What follows belongs to an exercise in optimizing a design on an open flow for small area and a short achievable clock period; a production flow would make more cautious choices.
The RTL was checked by simulation tests, not by an equivalence proof against the original design.
No activity file was given, so power comes from the tool's default toggle rates.

==> design.v <==
package backend_pkg;
    localparam int WORD_W = 16;
    localparam int REG_N  = 4;
    localparam int IMM_W  = 8;
    typedef logic [WORD_W-1:0]        word_t;
    typedef logic [$clog2(REG_N)-1:0] reg_idx_t;
    typedef enum logic [3:0] {
        ADD, SUB, AND, ORR, NOT, TCP, SHL, SHR,
        LHI, ADI, LWD, SWD, WWD, HLT
    } op_t;
    typedef struct packed {
        logic             valid;
        op_t              op;
        reg_idx_t         rs;
        reg_idx_t         rt;
        reg_idx_t         rd;
        logic [IMM_W-1:0] imm;
    } issue_t;
    typedef struct packed {
        word_t    alu_result;  
        word_t    r_data1;     
        word_t    r_data2;     
        reg_idx_t rd;
        logic     mem_read;
        logic     mem_write;
        logic     reg_write;
        logic     mem_to_reg;
        logic     is_wwd;
        logic     is_done;
    } ex_mem_t;
    typedef struct packed {
        word_t    wb_data;
        word_t    wwd_data;
        reg_idx_t rd;
        logic     reg_write;
        logic     is_wwd;
        logic     is_done;
    } mem_wb_t;
endpackage
module mem_lines (
    input  logic [15:0]  lo,
    input  logic [15:0]  rhi,
    input  logic [15:0]  whi,
    output logic [255:0] rd_line,
    output logic [255:0] wr_line
);
    for (genvar w = 0; w < 256; w++) begin : g_line
        assign rd_line[w] = lo[w % 16] & rhi[w / 16];
        assign wr_line[w] = lo[w % 16] & whi[w / 16];
    end
endmodule
module mem_bank (
    input  logic               clk,
    input  logic [15:0]        rd_line,
    input  logic [15:0]        wr_line,
    input  backend_pkg::word_t wr_data,
    output backend_pkg::word_t rd_data_n    
);
    localparam int W = backend_pkg::WORD_W;
    logic [16*W-1:0] words;    
    always_ff @(posedge clk) begin
        for (int w = 0; w < 16; w++) begin
            if (wr_line[w]) begin
                words[W*w +: W] <= wr_data;
            end
        end
    end
    for (genvar i = 0; i < W; i++) begin : g_bit
        logic [7:0] pair_n;    
        for (genvar k = 0; k < 8; k++) begin : g_pair
            mem_aoi2 u_aoi2 (
                .a0 (rd_line[2*k]),   .b0 (words[W*(2*k)   + i]),
                .a1 (rd_line[2*k+1]), .b1 (words[W*(2*k+1) + i]),
                .y  (pair_n[k])
            );
        end
        assign rd_data_n[i] = &pair_n;
    end
endmodule
module mem_aoi2 (
    input  logic a0, b0,
    input  logic a1, b1,
    output logic y
);
    assign y = ~((a0 & b0) | (a1 & b1));
endmodule
module cpu_backend (
    input  logic               clk,
    input  logic               rst,
    input  logic               issue_valid,
    input  logic [3:0]         issue_op,
    input  logic [1:0]         issue_rs,
    input  logic [1:0]         issue_rt,
    input  logic [1:0]         issue_rd,
    input  logic [7:0]         issue_imm,
    input  logic               flush,
    output logic               wwd_valid,
    output backend_pkg::word_t wwd_data,
    output logic               done
);
    localparam int W = backend_pkg::WORD_W;
    logic               ex_wr;       
    logic               ex_wwd;
    logic               ex_hlt;
    logic [1:0]         ex_rd;
    backend_pkg::word_t ex_res;      
    backend_pkg::word_t ex_b;        
    logic [15:0]        ex_lo;       
    logic [15:0]        ex_rhi;      
    logic [15:0]        ex_whi;      
    backend_pkg::word_t regs [0:backend_pkg::REG_N-1];
    backend_pkg::word_t mem_rd_data;
    backend_pkg::word_t mem_result;
    logic [255:0]       rd_line;
    logic [255:0]       wr_line;
    backend_pkg::word_t bank_rd_n [0:15];    
    mem_lines u_mem_lines (
        .lo      (ex_lo),
        .rhi     (ex_rhi),
        .whi     (ex_whi),
        .rd_line (rd_line),
        .wr_line (wr_line)
    );
    for (genvar b = 0; b < 16; b++) begin : g_bank
        mem_bank u_bank (
            .clk     (clk),
            .rd_line (rd_line[16*b +: 16]),
            .wr_line (wr_line[16*b +: 16]),
            .wr_data (ex_b),
            .rd_data_n (bank_rd_n[b])
        );
    end
    always_comb begin
        mem_rd_data = '1;
        for (int b = 0; b < 16; b++) begin
            mem_rd_data = mem_rd_data & bank_rd_n[b];
        end
        mem_rd_data = ~mem_rd_data;
    end
    assign mem_result = mem_rd_data | ex_res;
    always_ff @(posedge clk) begin
        if (rst) begin
            for (int i = 0; i < backend_pkg::REG_N; i++) begin
                regs[i] <= '0;
            end
        end else if (ex_wr) begin
            regs[ex_rd] <= mem_result;
        end
    end
    logic accept;
    logic is_add, is_sub, is_and, is_orr, is_not, is_tcp, is_shl, is_shr, is_lhi, is_imm;
    logic is_ld, is_st, is_wr;
    always_comb begin
        accept = issue_valid & ~flush;
        is_add = (issue_op == 4'd0);
        is_sub = (issue_op == 4'd1);
        is_and = (issue_op == 4'd2);
        is_orr = (issue_op == 4'd3);
        is_not = (issue_op == 4'd4);
        is_tcp = (issue_op == 4'd5);
        is_shl = (issue_op == 4'd6);
        is_shr = (issue_op == 4'd7);
        is_lhi = (issue_op == 4'd8);
        is_imm = (issue_op == 4'd9) || (issue_op == 4'd10) || (issue_op == 4'd11);  
        is_ld  = (issue_op == 4'd10);
        is_st  = (issue_op == 4'd11);
        is_wr  = (issue_op <= 4'd10);
    end
    backend_pkg::word_t op_a;
    backend_pkg::word_t op_b;
    assign op_a = (ex_wr && ex_rd == issue_rs) ? mem_result : regs[issue_rs];
    assign op_b = (ex_wr && ex_rd == issue_rt) ? mem_result : regs[issue_rt];
    function automatic backend_pkg::word_t carries(input backend_pkg::word_t g, input backend_pkg::word_t p);
        backend_pkg::word_t gg;
        backend_pkg::word_t pp;
        gg = g;
        pp = p;
        for (int d = 1; d < 16; d = d * 2) begin
            for (int i = 15; i >= d; i--) begin
                gg[i] = gg[i] | (pp[i] & gg[i-d]);
                pp[i] = pp[i] & pp[i-d];
            end
        end
        carries = {gg[14:0], 1'b0};
    endfunction
    backend_pkg::word_t imm_sext;
    backend_pkg::word_t x, y, g, p, sum, result;
    assign imm_sext = {{8{issue_imm[7]}}, issue_imm};
    assign x = is_sub ? ~op_a : op_a;
    always_comb begin
        y = '0;
        if (is_add || is_sub) y = op_b;
        if (is_imm) y = imm_sext;
        if (is_tcp) y = 16'hffff;
    end
    assign p   = x ^ y;
    assign g   = x & y;
    assign sum = p ^ carries(g, p) ^ {W{is_sub | is_tcp}};
    always_comb begin
        if (is_add || is_sub || is_tcp || is_imm) result = sum;
        else if (is_and) result = op_a & op_b;
        else if (is_orr) result = op_a | op_b;
        else if (is_not) result = ~op_a;
        else if (is_shl) result = {op_a[14:0], 1'b0};
        else if (is_shr) result = {op_a[15], op_a[15:1]};
        else if (is_lhi) result = {issue_imm, 8'h00};
        else result = op_a;                       
    end
    function automatic logic [15:0] onehot4(input logic [3:0] v);
        onehot4 = 16'h0001 << v;
    endfunction
    always_ff @(posedge clk) begin
        if (rst) begin
            ex_wr  <= 1'b0;
            ex_wwd <= 1'b0;
            ex_hlt <= 1'b0;
            ex_whi <= '0;
        end else begin
            ex_wr  <= accept & is_wr;
            ex_wwd <= accept & (issue_op == 4'd12);
            ex_hlt <= accept & (issue_op == 4'd13);
            ex_whi <= (accept & is_st) ? onehot4(sum[7:4]) : 16'h0000;
        end
    end
    always_ff @(posedge clk) begin
        ex_rd  <= issue_rd;
        ex_res <= is_ld ? '0 : result;
        ex_b   <= op_b;
        ex_lo  <= onehot4(sum[3:0]);
        ex_rhi <= is_ld ? onehot4(sum[7:4]) : 16'h0000;
    end
    always_ff @(posedge clk) begin
        if (rst) begin
            wwd_valid <= 1'b0;
            done      <= 1'b0;
        end else begin
            wwd_valid <= ex_wwd;
            done      <= ex_hlt;
        end
    end
    always_ff @(posedge clk) begin
        wwd_data <= ex_res;    
    end
endmodule
module backend_top (
    input  logic        clk,
    input  logic        rst,           
    input  logic        issue_valid,
    input  logic [3:0]  issue_op,
    input  logic [1:0]  issue_rs,
    input  logic [1:0]  issue_rt,
    input  logic [1:0]  issue_rd,
    input  logic [7:0]  issue_imm,
    input  logic        flush,
    output logic        wwd_valid,
    output logic [15:0] wwd_data,
    output logic        done
);
    cpu_backend u_cpu_backend (
        .clk         (clk),
        .rst         (rst),
        .issue_valid (issue_valid),
        .issue_op    (issue_op),
        .issue_rs    (issue_rs),
        .issue_rt    (issue_rt),
        .issue_rd    (issue_rd),
        .issue_imm   (issue_imm),
        .flush       (flush),
        .wwd_valid   (wwd_valid),
        .wwd_data    (wwd_data),
        .done        (done)
    );
endmodule
==> flow/run.sh <==
#!/bin/bash
# Layout: the standard flow (standard.sh) with the changes below. The
# synthesis changes touch only the logic between the registers, which stay as
# the standard synthesis makes them.
# - Yosys does not extract full/half adder cells (ADDER_MAP_FILE empty). ABC
#   cannot see through those cells, so it maps the logic behind them as if it
#   were off the critical path.
# - The slow 4-input OR/NOR cells and the majority cell are added to the
#   platform's don't-use list (the list below is the platform's, then these).
# - ABC sizes its cells for a 1 fF load instead of 5 fF; the timing repair
#   after placement sizes up the cells that need it.
# - Timing repair may resize a cell to any drive strength, not only to cells
#   of the same footprint (the platform sets MATCH_CELL_FOOTPRINT=1).
# Each tool's output is in the ORFS logs under orfs/logs; make's own output is
# in flow_make.log.
set -euo pipefail
DONT_USE="sky130_fd_sc_hd__probe_p_8 sky130_fd_sc_hd__probec_p_8 sky130_fd_sc_hd__lpflow_bleeder_1 sky130_fd_sc_hd__lpflow_clkbufkapwr_1 sky130_fd_sc_hd__lpflow_clkbufkapwr_16 sky130_fd_sc_hd__lpflow_clkbufkapwr_2 sky130_fd_sc_hd__lpflow_clkbufkapwr_4 sky130_fd_sc_hd__lpflow_clkbufkapwr_8 sky130_fd_sc_hd__lpflow_clkinvkapwr_1 sky130_fd_sc_hd__lpflow_clkinvkapwr_16 sky130_fd_sc_hd__lpflow_clkinvkapwr_2 sky130_fd_sc_hd__lpflow_clkinvkapwr_4 sky130_fd_sc_hd__lpflow_clkinvkapwr_8 sky130_fd_sc_hd__lpflow_decapkapwr_12 sky130_fd_sc_hd__lpflow_decapkapwr_3 sky130_fd_sc_hd__lpflow_decapkapwr_4 sky130_fd_sc_hd__lpflow_decapkapwr_6 sky130_fd_sc_hd__lpflow_decapkapwr_8 sky130_fd_sc_hd__lpflow_inputiso0n_1 sky130_fd_sc_hd__lpflow_inputiso0p_1 sky130_fd_sc_hd__lpflow_inputiso1n_1 sky130_fd_sc_hd__lpflow_inputiso1p_1 sky130_fd_sc_hd__lpflow_inputisolatch_1 sky130_fd_sc_hd__lpflow_isobufsrc_1 sky130_fd_sc_hd__lpflow_isobufsrc_16 sky130_fd_sc_hd__lpflow_isobufsrc_2 sky130_fd_sc_hd__lpflow_isobufsrc_4 sky130_fd_sc_hd__lpflow_isobufsrc_8 sky130_fd_sc_hd__lpflow_isobufsrckapwr_16 sky130_fd_sc_hd__lpflow_lsbuf_lh_hl_isowell_tap_1 sky130_fd_sc_hd__lpflow_lsbuf_lh_hl_isowell_tap_2 sky130_fd_sc_hd__lpflow_lsbuf_lh_hl_isowell_tap_4 sky130_fd_sc_hd__lpflow_lsbuf_lh_isowell_4 sky130_fd_sc_hd__lpflow_lsbuf_lh_isowell_tap_1 sky130_fd_sc_hd__lpflow_lsbuf_lh_isowell_tap_2 sky130_fd_sc_hd__lpflow_lsbuf_lh_isowell_tap_4  sky130_fd_sc_hd__or4_1 sky130_fd_sc_hd__or4_2 sky130_fd_sc_hd__or4_4 sky130_fd_sc_hd__or4b_1 sky130_fd_sc_hd__or4b_2 sky130_fd_sc_hd__or4b_4 sky130_fd_sc_hd__or4bb_1 sky130_fd_sc_hd__or4bb_2 sky130_fd_sc_hd__or4bb_4 sky130_fd_sc_hd__nor4_1 sky130_fd_sc_hd__nor4_2 sky130_fd_sc_hd__nor4_4 sky130_fd_sc_hd__nor4b_1 sky130_fd_sc_hd__nor4b_2 sky130_fd_sc_hd__nor4b_4 sky130_fd_sc_hd__nor4bb_1 sky130_fd_sc_hd__nor4bb_2 sky130_fd_sc_hd__nor4bb_4 sky130_fd_sc_hd__maj3_1 sky130_fd_sc_hd__maj3_2 sky130_fd_sc_hd__maj3_4 "
bash standard.sh ADDER_MAP_FILE= MATCH_CELL_FOOTPRINT=0 ABC_LOAD_IN_FF=1 "DONT_USE_CELLS=$DONT_USE" finish > flow_make.log 2>&1
==> standard.sh <==
#!/bin/bash
# synth_recipe.tcl (not shown) runs the flow's synth.tcl, then flattens the netlist and writes it again
# the make line also repeats each setting of config.mk as NAME=value (left out here)
make -C /OpenROAD-flow-scripts/flow DESIGN_CONFIG=/design/flow/config.mk WORK_HOME=/design/flow/orfs CLKGATE_MAP_FILE= SYNTH_SCRIPT=/design/flow/synth_recipe.tcl "${@:-finish}"
==> config.mk <==
export PLATFORM = sky130hd
export DESIGN_NAME = backend_top
export DESIGN_NICKNAME = backend_top
export VERILOG_FILES = /design/flow/design.v
export SDC_FILE = /design/flow/constraint.sdc
export NUM_CORES = 4
export LEC_CHECK = 0
export CAP_MARGIN = 30
export CORE_MARGIN = 2
export CORE_UTILIZATION = 50
export CTS_CLUSTER_DIAMETER = 110
export CTS_CLUSTER_SIZE = 26
export SETUP_SLACK_MARGIN = 3.5
export SLEW_MARGIN = 40
export SYNTH_HIERARCHICAL = 1
export SYNTH_MEMORY_MAX_BITS = 8192
export SYNTH_MINIMUM_KEEP_SIZE = 0
==> constraint.sdc <==
create_clock -name core_clock -period 7.5 [get_ports {clk}]
set_input_delay 1.5000 -clock core_clock [delete_from_list [all_inputs] [get_ports {clk}]]
set_output_delay 1.5000 -clock core_clock [all_outputs]
set_load 0.01 [all_outputs]
==> impl_results.md <==
- CP max stage delay: 460 ps
- Max Slew Vio Count: 0
- Gr busiest metal: met2
- Vias: 89000
- Drt initial violations: 12890
- Share of layout cells above drive strength 1: 16.55%
- Slew Limit Headroom: 37.84%
- FF+latch count, synth: ~4300
- Clock Sinks: between 4000 and 5000
- Clock transition at path regs: 100 ps
- CP max-delay cell: dfxtp_4
- Post-Synth Simple-Gate Area: 6.242%
- Largest net degree at the start of global routing: 173
- Leakage: 53.24 nW
- Detail Route Antenna Nets: 0
- Wire per inst: ~33 um
- Grt met2 use: 43.62%
- Core ar.: 0.3116 sq mm
- Critical path arrival: about 5500 ps
- Dpl hpwl: 273.7 mm
- Hold path startpoint: u_cpu_backend.ex_res[8]
- Final wirelength: between 400 and 500 mm
- GR Overflow Total: 0
- Area of the mapped netlist: around 0.16 sq mm
- Vias per inst: 6.599
- Worst Setup End Kind: flop
- Die area: 0.3175 sq mm
- First-pass GRT wire length: 630.1 mm
- Asr flop ratio synth: 0%
- DRC viols: 0
- FP Rows: about 210
- Post-synthesis compound-gate area fraction: 11.18%
- Min-Delay Endpoint: u_cpu_backend.wwd_data[8]
- R2r startpoint: u_cpu_backend.ex_lo[1]
- Die height: 563.5 um
- WHS Path Cells: 0
- Average size of a mapped cell: 18.17 sq um
- Fin nets: 9270
- Top FF cell, synth: edfxtp_1
- Max clock buf depth: 4
- Status: complete, no violations
- Cells after synthesis: 8616
- Hold-fix buffers at CTS: 0
- Critical path required time: 8340 ps
- Seq/Total Area, Yosys: just over 80%
- Overall Global Routing Usage: between 20 and 30%
- Vias in the first global route: between 80000 and 90000
- IO Pins: 40
- CTS tree: built
- Post-synthesis mux area share: 0.4860%
- Adder-cell share of the synthesized area: 0%
- CP Max Fanout: 16
- Post-Layout Inst Area: roughly 0.17 sq mm
- Final hold vios: 0
- Reg-to-reg slack, setup: approximately 2800 ps
- Setup crit start kind: flop
- Starting Density: 50.23%
- M1 GR Usage: between 30% and 40%
- Final setup violation count: 0
- Port Buffers: 39
- Yosys cell types: 90
- RSZ-0062 raised after global routing: yes
- RePlAce Congestion: 0.9018
- Min Tclk post-route: 4674 ps
- Worst Hold Class: flop to flop
- Syn Nets: 8638
- FF-to-FF End: u_cpu_backend.ex_res[10]
- CP Buf/Inv Count: 2
- Yosys warns: 9
- Worst Skew: 72.28 ps
- Worst slew pin tran: ~930 ps
- Die X: 563.5 um
- XOR/XNOR Fraction of Synth Area: 0.3485%
- Placed standard-cell area: about 0.16 sq mm
- Fmax: 213.9 MHz
- CTS Buf Count: 188
- Detailed Routing Iterations Pass 1: 6
- Critical path class: flop to flop
- Pwr per Cell Area: 235.5 mW/mm^2
- Crit-path cells: buf_12 -> and2_4 -> a22oi_1 -> nand4_1 -> nor2_2 -> nand4_1 -> or2_4 -> o31a_1 -> o221ai_2 -> nor2_2 -> o211a_1 -> o2111ai_4 -> a22oi_2 -> o41a_1 -> buf_4 -> xnor2_2 -> o21ai_1
- H-tree depth: 4
- Area delta synth->final: 11.74%
- TNS Setup: 0 ps
- Clock insertion delay at the later pin of the skew report: 940 ps
- Post-synth EDFFs: 4160
- Max Cap Violations: 0
- Main combinational cell family by area after synthesis: compound AO/OA/AOI/OAI gates
- Filler cells: 23690
- Delay-heaviest family, CP: compound AO/OA/AOI/OAI gates
- Ratio of final minimum period to clock period: a little over 60%
- CTS root buf: clkbuf_16
- Worst R2R Path Depth: 17
- Initial antenna violation count: 50
- Met3 usage: between 5 and 6%
- Peak VDD IR: 0.2141 mV
-- registers in the layout (all words and copies together) (netlist names) --
name and flops:
u_cpu_backend.done 1, u_cpu_backend.ex_b 16, u_cpu_backend.ex_hlt 1, u_cpu_backend.ex_lo 16
u_cpu_backend.ex_rd 2, u_cpu_backend.ex_res 16, u_cpu_backend.ex_rhi 16, u_cpu_backend.ex_whi 16
u_cpu_backend.ex_wr 1, u_cpu_backend.ex_wwd 1, u_cpu_backend.g_bank.u_bank.words 4096, u_cpu_backend.regs 64
u_cpu_backend.wwd_data 16, u_cpu_backend.wwd_valid 1
-- report_power, final --
group          internal [W]  switching, W  leakage (nW)
clock               0.00473       0.00700          2.50
sequential           0.0265      0.000275          38.7
combinational      0.000801       0.00184          12.0
-- cell usage in the layout, fill, tap and decap left out, types with 10 or more instances in the layout --
cell type | Yosys | layout
a31oi_1 | 13 | 10
nand4_1 | 536 | 536
a21oi_1 | 69 | 61
o21ai_1 | 12 | 15
nand3_2 | 0 | 10
nand2_1 | 85 | 74
xnor2_2 | 3 | 17
buf_4 | 36 | 389
o21ai_2 | 4 | 10
and4_4 | 0 | 10
o211ai_1 | 14 | 14
o221ai_1 | 22 | 17
buf_6 | 27 | 73
and2_4 | 0 | 61
diode_2 | 0 | 34
nor2_4 | 2 | 59
dfxtp_4 | 0 | 34
buf_12 | 0 | 61
nor2_1 | 430 | 293
edfxtp_1 | 4160 | 4160
nor3_2 | 3 | 15
mux4_2 | 31 | 31
nor2_2 | 0 | 80
nand3_1 | 48 | 33
dfxtp_2 | 0 | 17
clkbuf_16 | 0 | 193
and2_0 | 496 | 167
xnor2_4 | 0 | 11
and2_2 | 12 | 162
a22oi_2 | 0 | 135
xnor2_1 | 42 | 19
o21ai_0 | 57 | 43
clkbuf_1 | 33 | 50
and2_1 | 10 | 128
clkdlybuf4s50_1 | 0 | 36
a22oi_1 | 2052 | 1917
dfxtp_1 | 103 | 52
a211oi_1 | 17 | 14
nand4b_1 | 15 | 15
-- worst max path at each step --
stage,from,to,slack [ps],depth (start not counted)
global route,u_cpu_backend.ex_lo[7],u_cpu_backend.ex_res[15],2790,18
detailed placement,issue_op[3],u_cpu_backend.ex_rhi[1],1530,12
CTS,u_cpu_backend.ex_lo[4],u_cpu_backend.ex_res[15],3050,18
global placement,issue_op[3],u_cpu_backend.ex_whi[6],1330,11
finish,u_cpu_backend.ex_lo[1],u_cpu_backend.ex_res[10],2830,17
floorplan,issue_rs[0],u_cpu_backend.ex_whi[0],3340,13
-- modules after synthesis (local to each module, per instance), a selection --
module       copies in the design  area [sq um]
cpu_backend                     1         10180
mem_bank                       16          7948
mem_lines                       1          3811
mem_aoi2                     2048         7.507
-- cell usage after synthesis (12+ instances only) --
cell type  number  area share (%)
edfxtp_1     4160              80
buf_6          27            0.19
and3_1         12           0.048
a22oi_1      2052             9.8
a21oi_1        69            0.22
and2_2         12           0.058
nor2_1        430             1.0
nand2_1        85            0.20
o211ai_1       14           0.067
and4_1         19            0.11
nand2b_1       17           0.068
nand3_1        48            0.15
buf_4          36            0.17
o221ai_1       22            0.12
a211oi_1       17           0.082
o21ai_1        12           0.038
xnor2_1        42            0.24
o21ai_0        57            0.18
mux4_2         31            0.45
a31oi_1        13           0.052
clkbuf_1       33           0.079
nor3_1         20           0.064
nand4_1       536             2.1
buf_2          44            0.14
and2_0        496             2.0
dfxtp_1       103             1.3
nand4b_1       15           0.084
-- what timing repair did --
action                     4_1_cts  5_1_grt
pin swaps                      216       82
setup endpoints to repair      113       64
buffers inserted               182       28
resized for setup              813      144
cloned                          10        0
-- through the flow --
stage	cells	hold slack, ps	setup slack [ps]	util (%)	total power, W
floorplan	8616	322.4	3341	-	0.02810
global placement	12960	422.2	1327	52.53	0.02920
detailed placement	12960	430.4	1530	52.63	0.02928
finish	13490	422.3	2826	56.12	0.04118
global route	13470	424.8	2790	56.11	0.04220
CTS	13410	424.2	3046	55.69	0.04121
-- layout make-up --
| class | instances | area, sq um | share of cell area, % |
|---|---|---|---|
| Sequential cell | 4263 | 127100 | 72.69 |
| Multi-Input combinational cell | 4200 | 31480 | 18.00 |
| Timing Repair Buffer | 587 | 5822 | 3.329 |
| Tap cell | 4140 | 5180 | 2.962 |
| Clock buffer | 241 | 4967 | 2.840 |
| Clock inverter | 13 | 210.2 | 0.1202 |
| Antenna cell | 34 | 85.08 | 0.04865 |
| Inverter | 8 | 30.03 | 0.01717 |
-- metal layers --
layer  vias to the layer above  wire length (um)  share of wire (%)
met5                         -               152              0.034
met4                        22             16150                3.6
met3                       640             41410                9.2
met2                      4502            212100                 47
met1                     46460            181300                 40
li1                      37380                 -                  -
-- cells by family after synthesis --
group / after synthesis
XOR/XNOR: 58
AND/OR/NAND/NOR: 1750
AO/OA/AOI/OAI: 2353
flip-flops: 4263
buffers and inverters: 155
multiplexers: 37

-- afterwards: timing with drivers on the ports --
The flow's constraints put no driver on any port. The routed layout listed below was extracted and timed again, unchanged, in two steps. Step 1, drivers: a clkbuf_16 drives clk and a buf_2 each remaining input, both assumed. Step 2 times the ports against the registers' clock, not the clock port: input delays grow and output delays shrink by t, the midpoint of the rising clock arrivals with the driver on. Three values: ideal ports, drivers, drivers and shift; two values: the first two.
t, ns: 1.005
slack for setup (ns): 2.826 / 2.822 / 1.817
hold slack, ns: 0.422 / 0.422 / 0.422
worst setup path after step 2: input to register
cell pins on the clock port's net: 1
After both steps setup and hold are still met in this run. For this run, drivers alone change the setup slack by -0.004 ns; drivers and shift together by -1.009 ns.
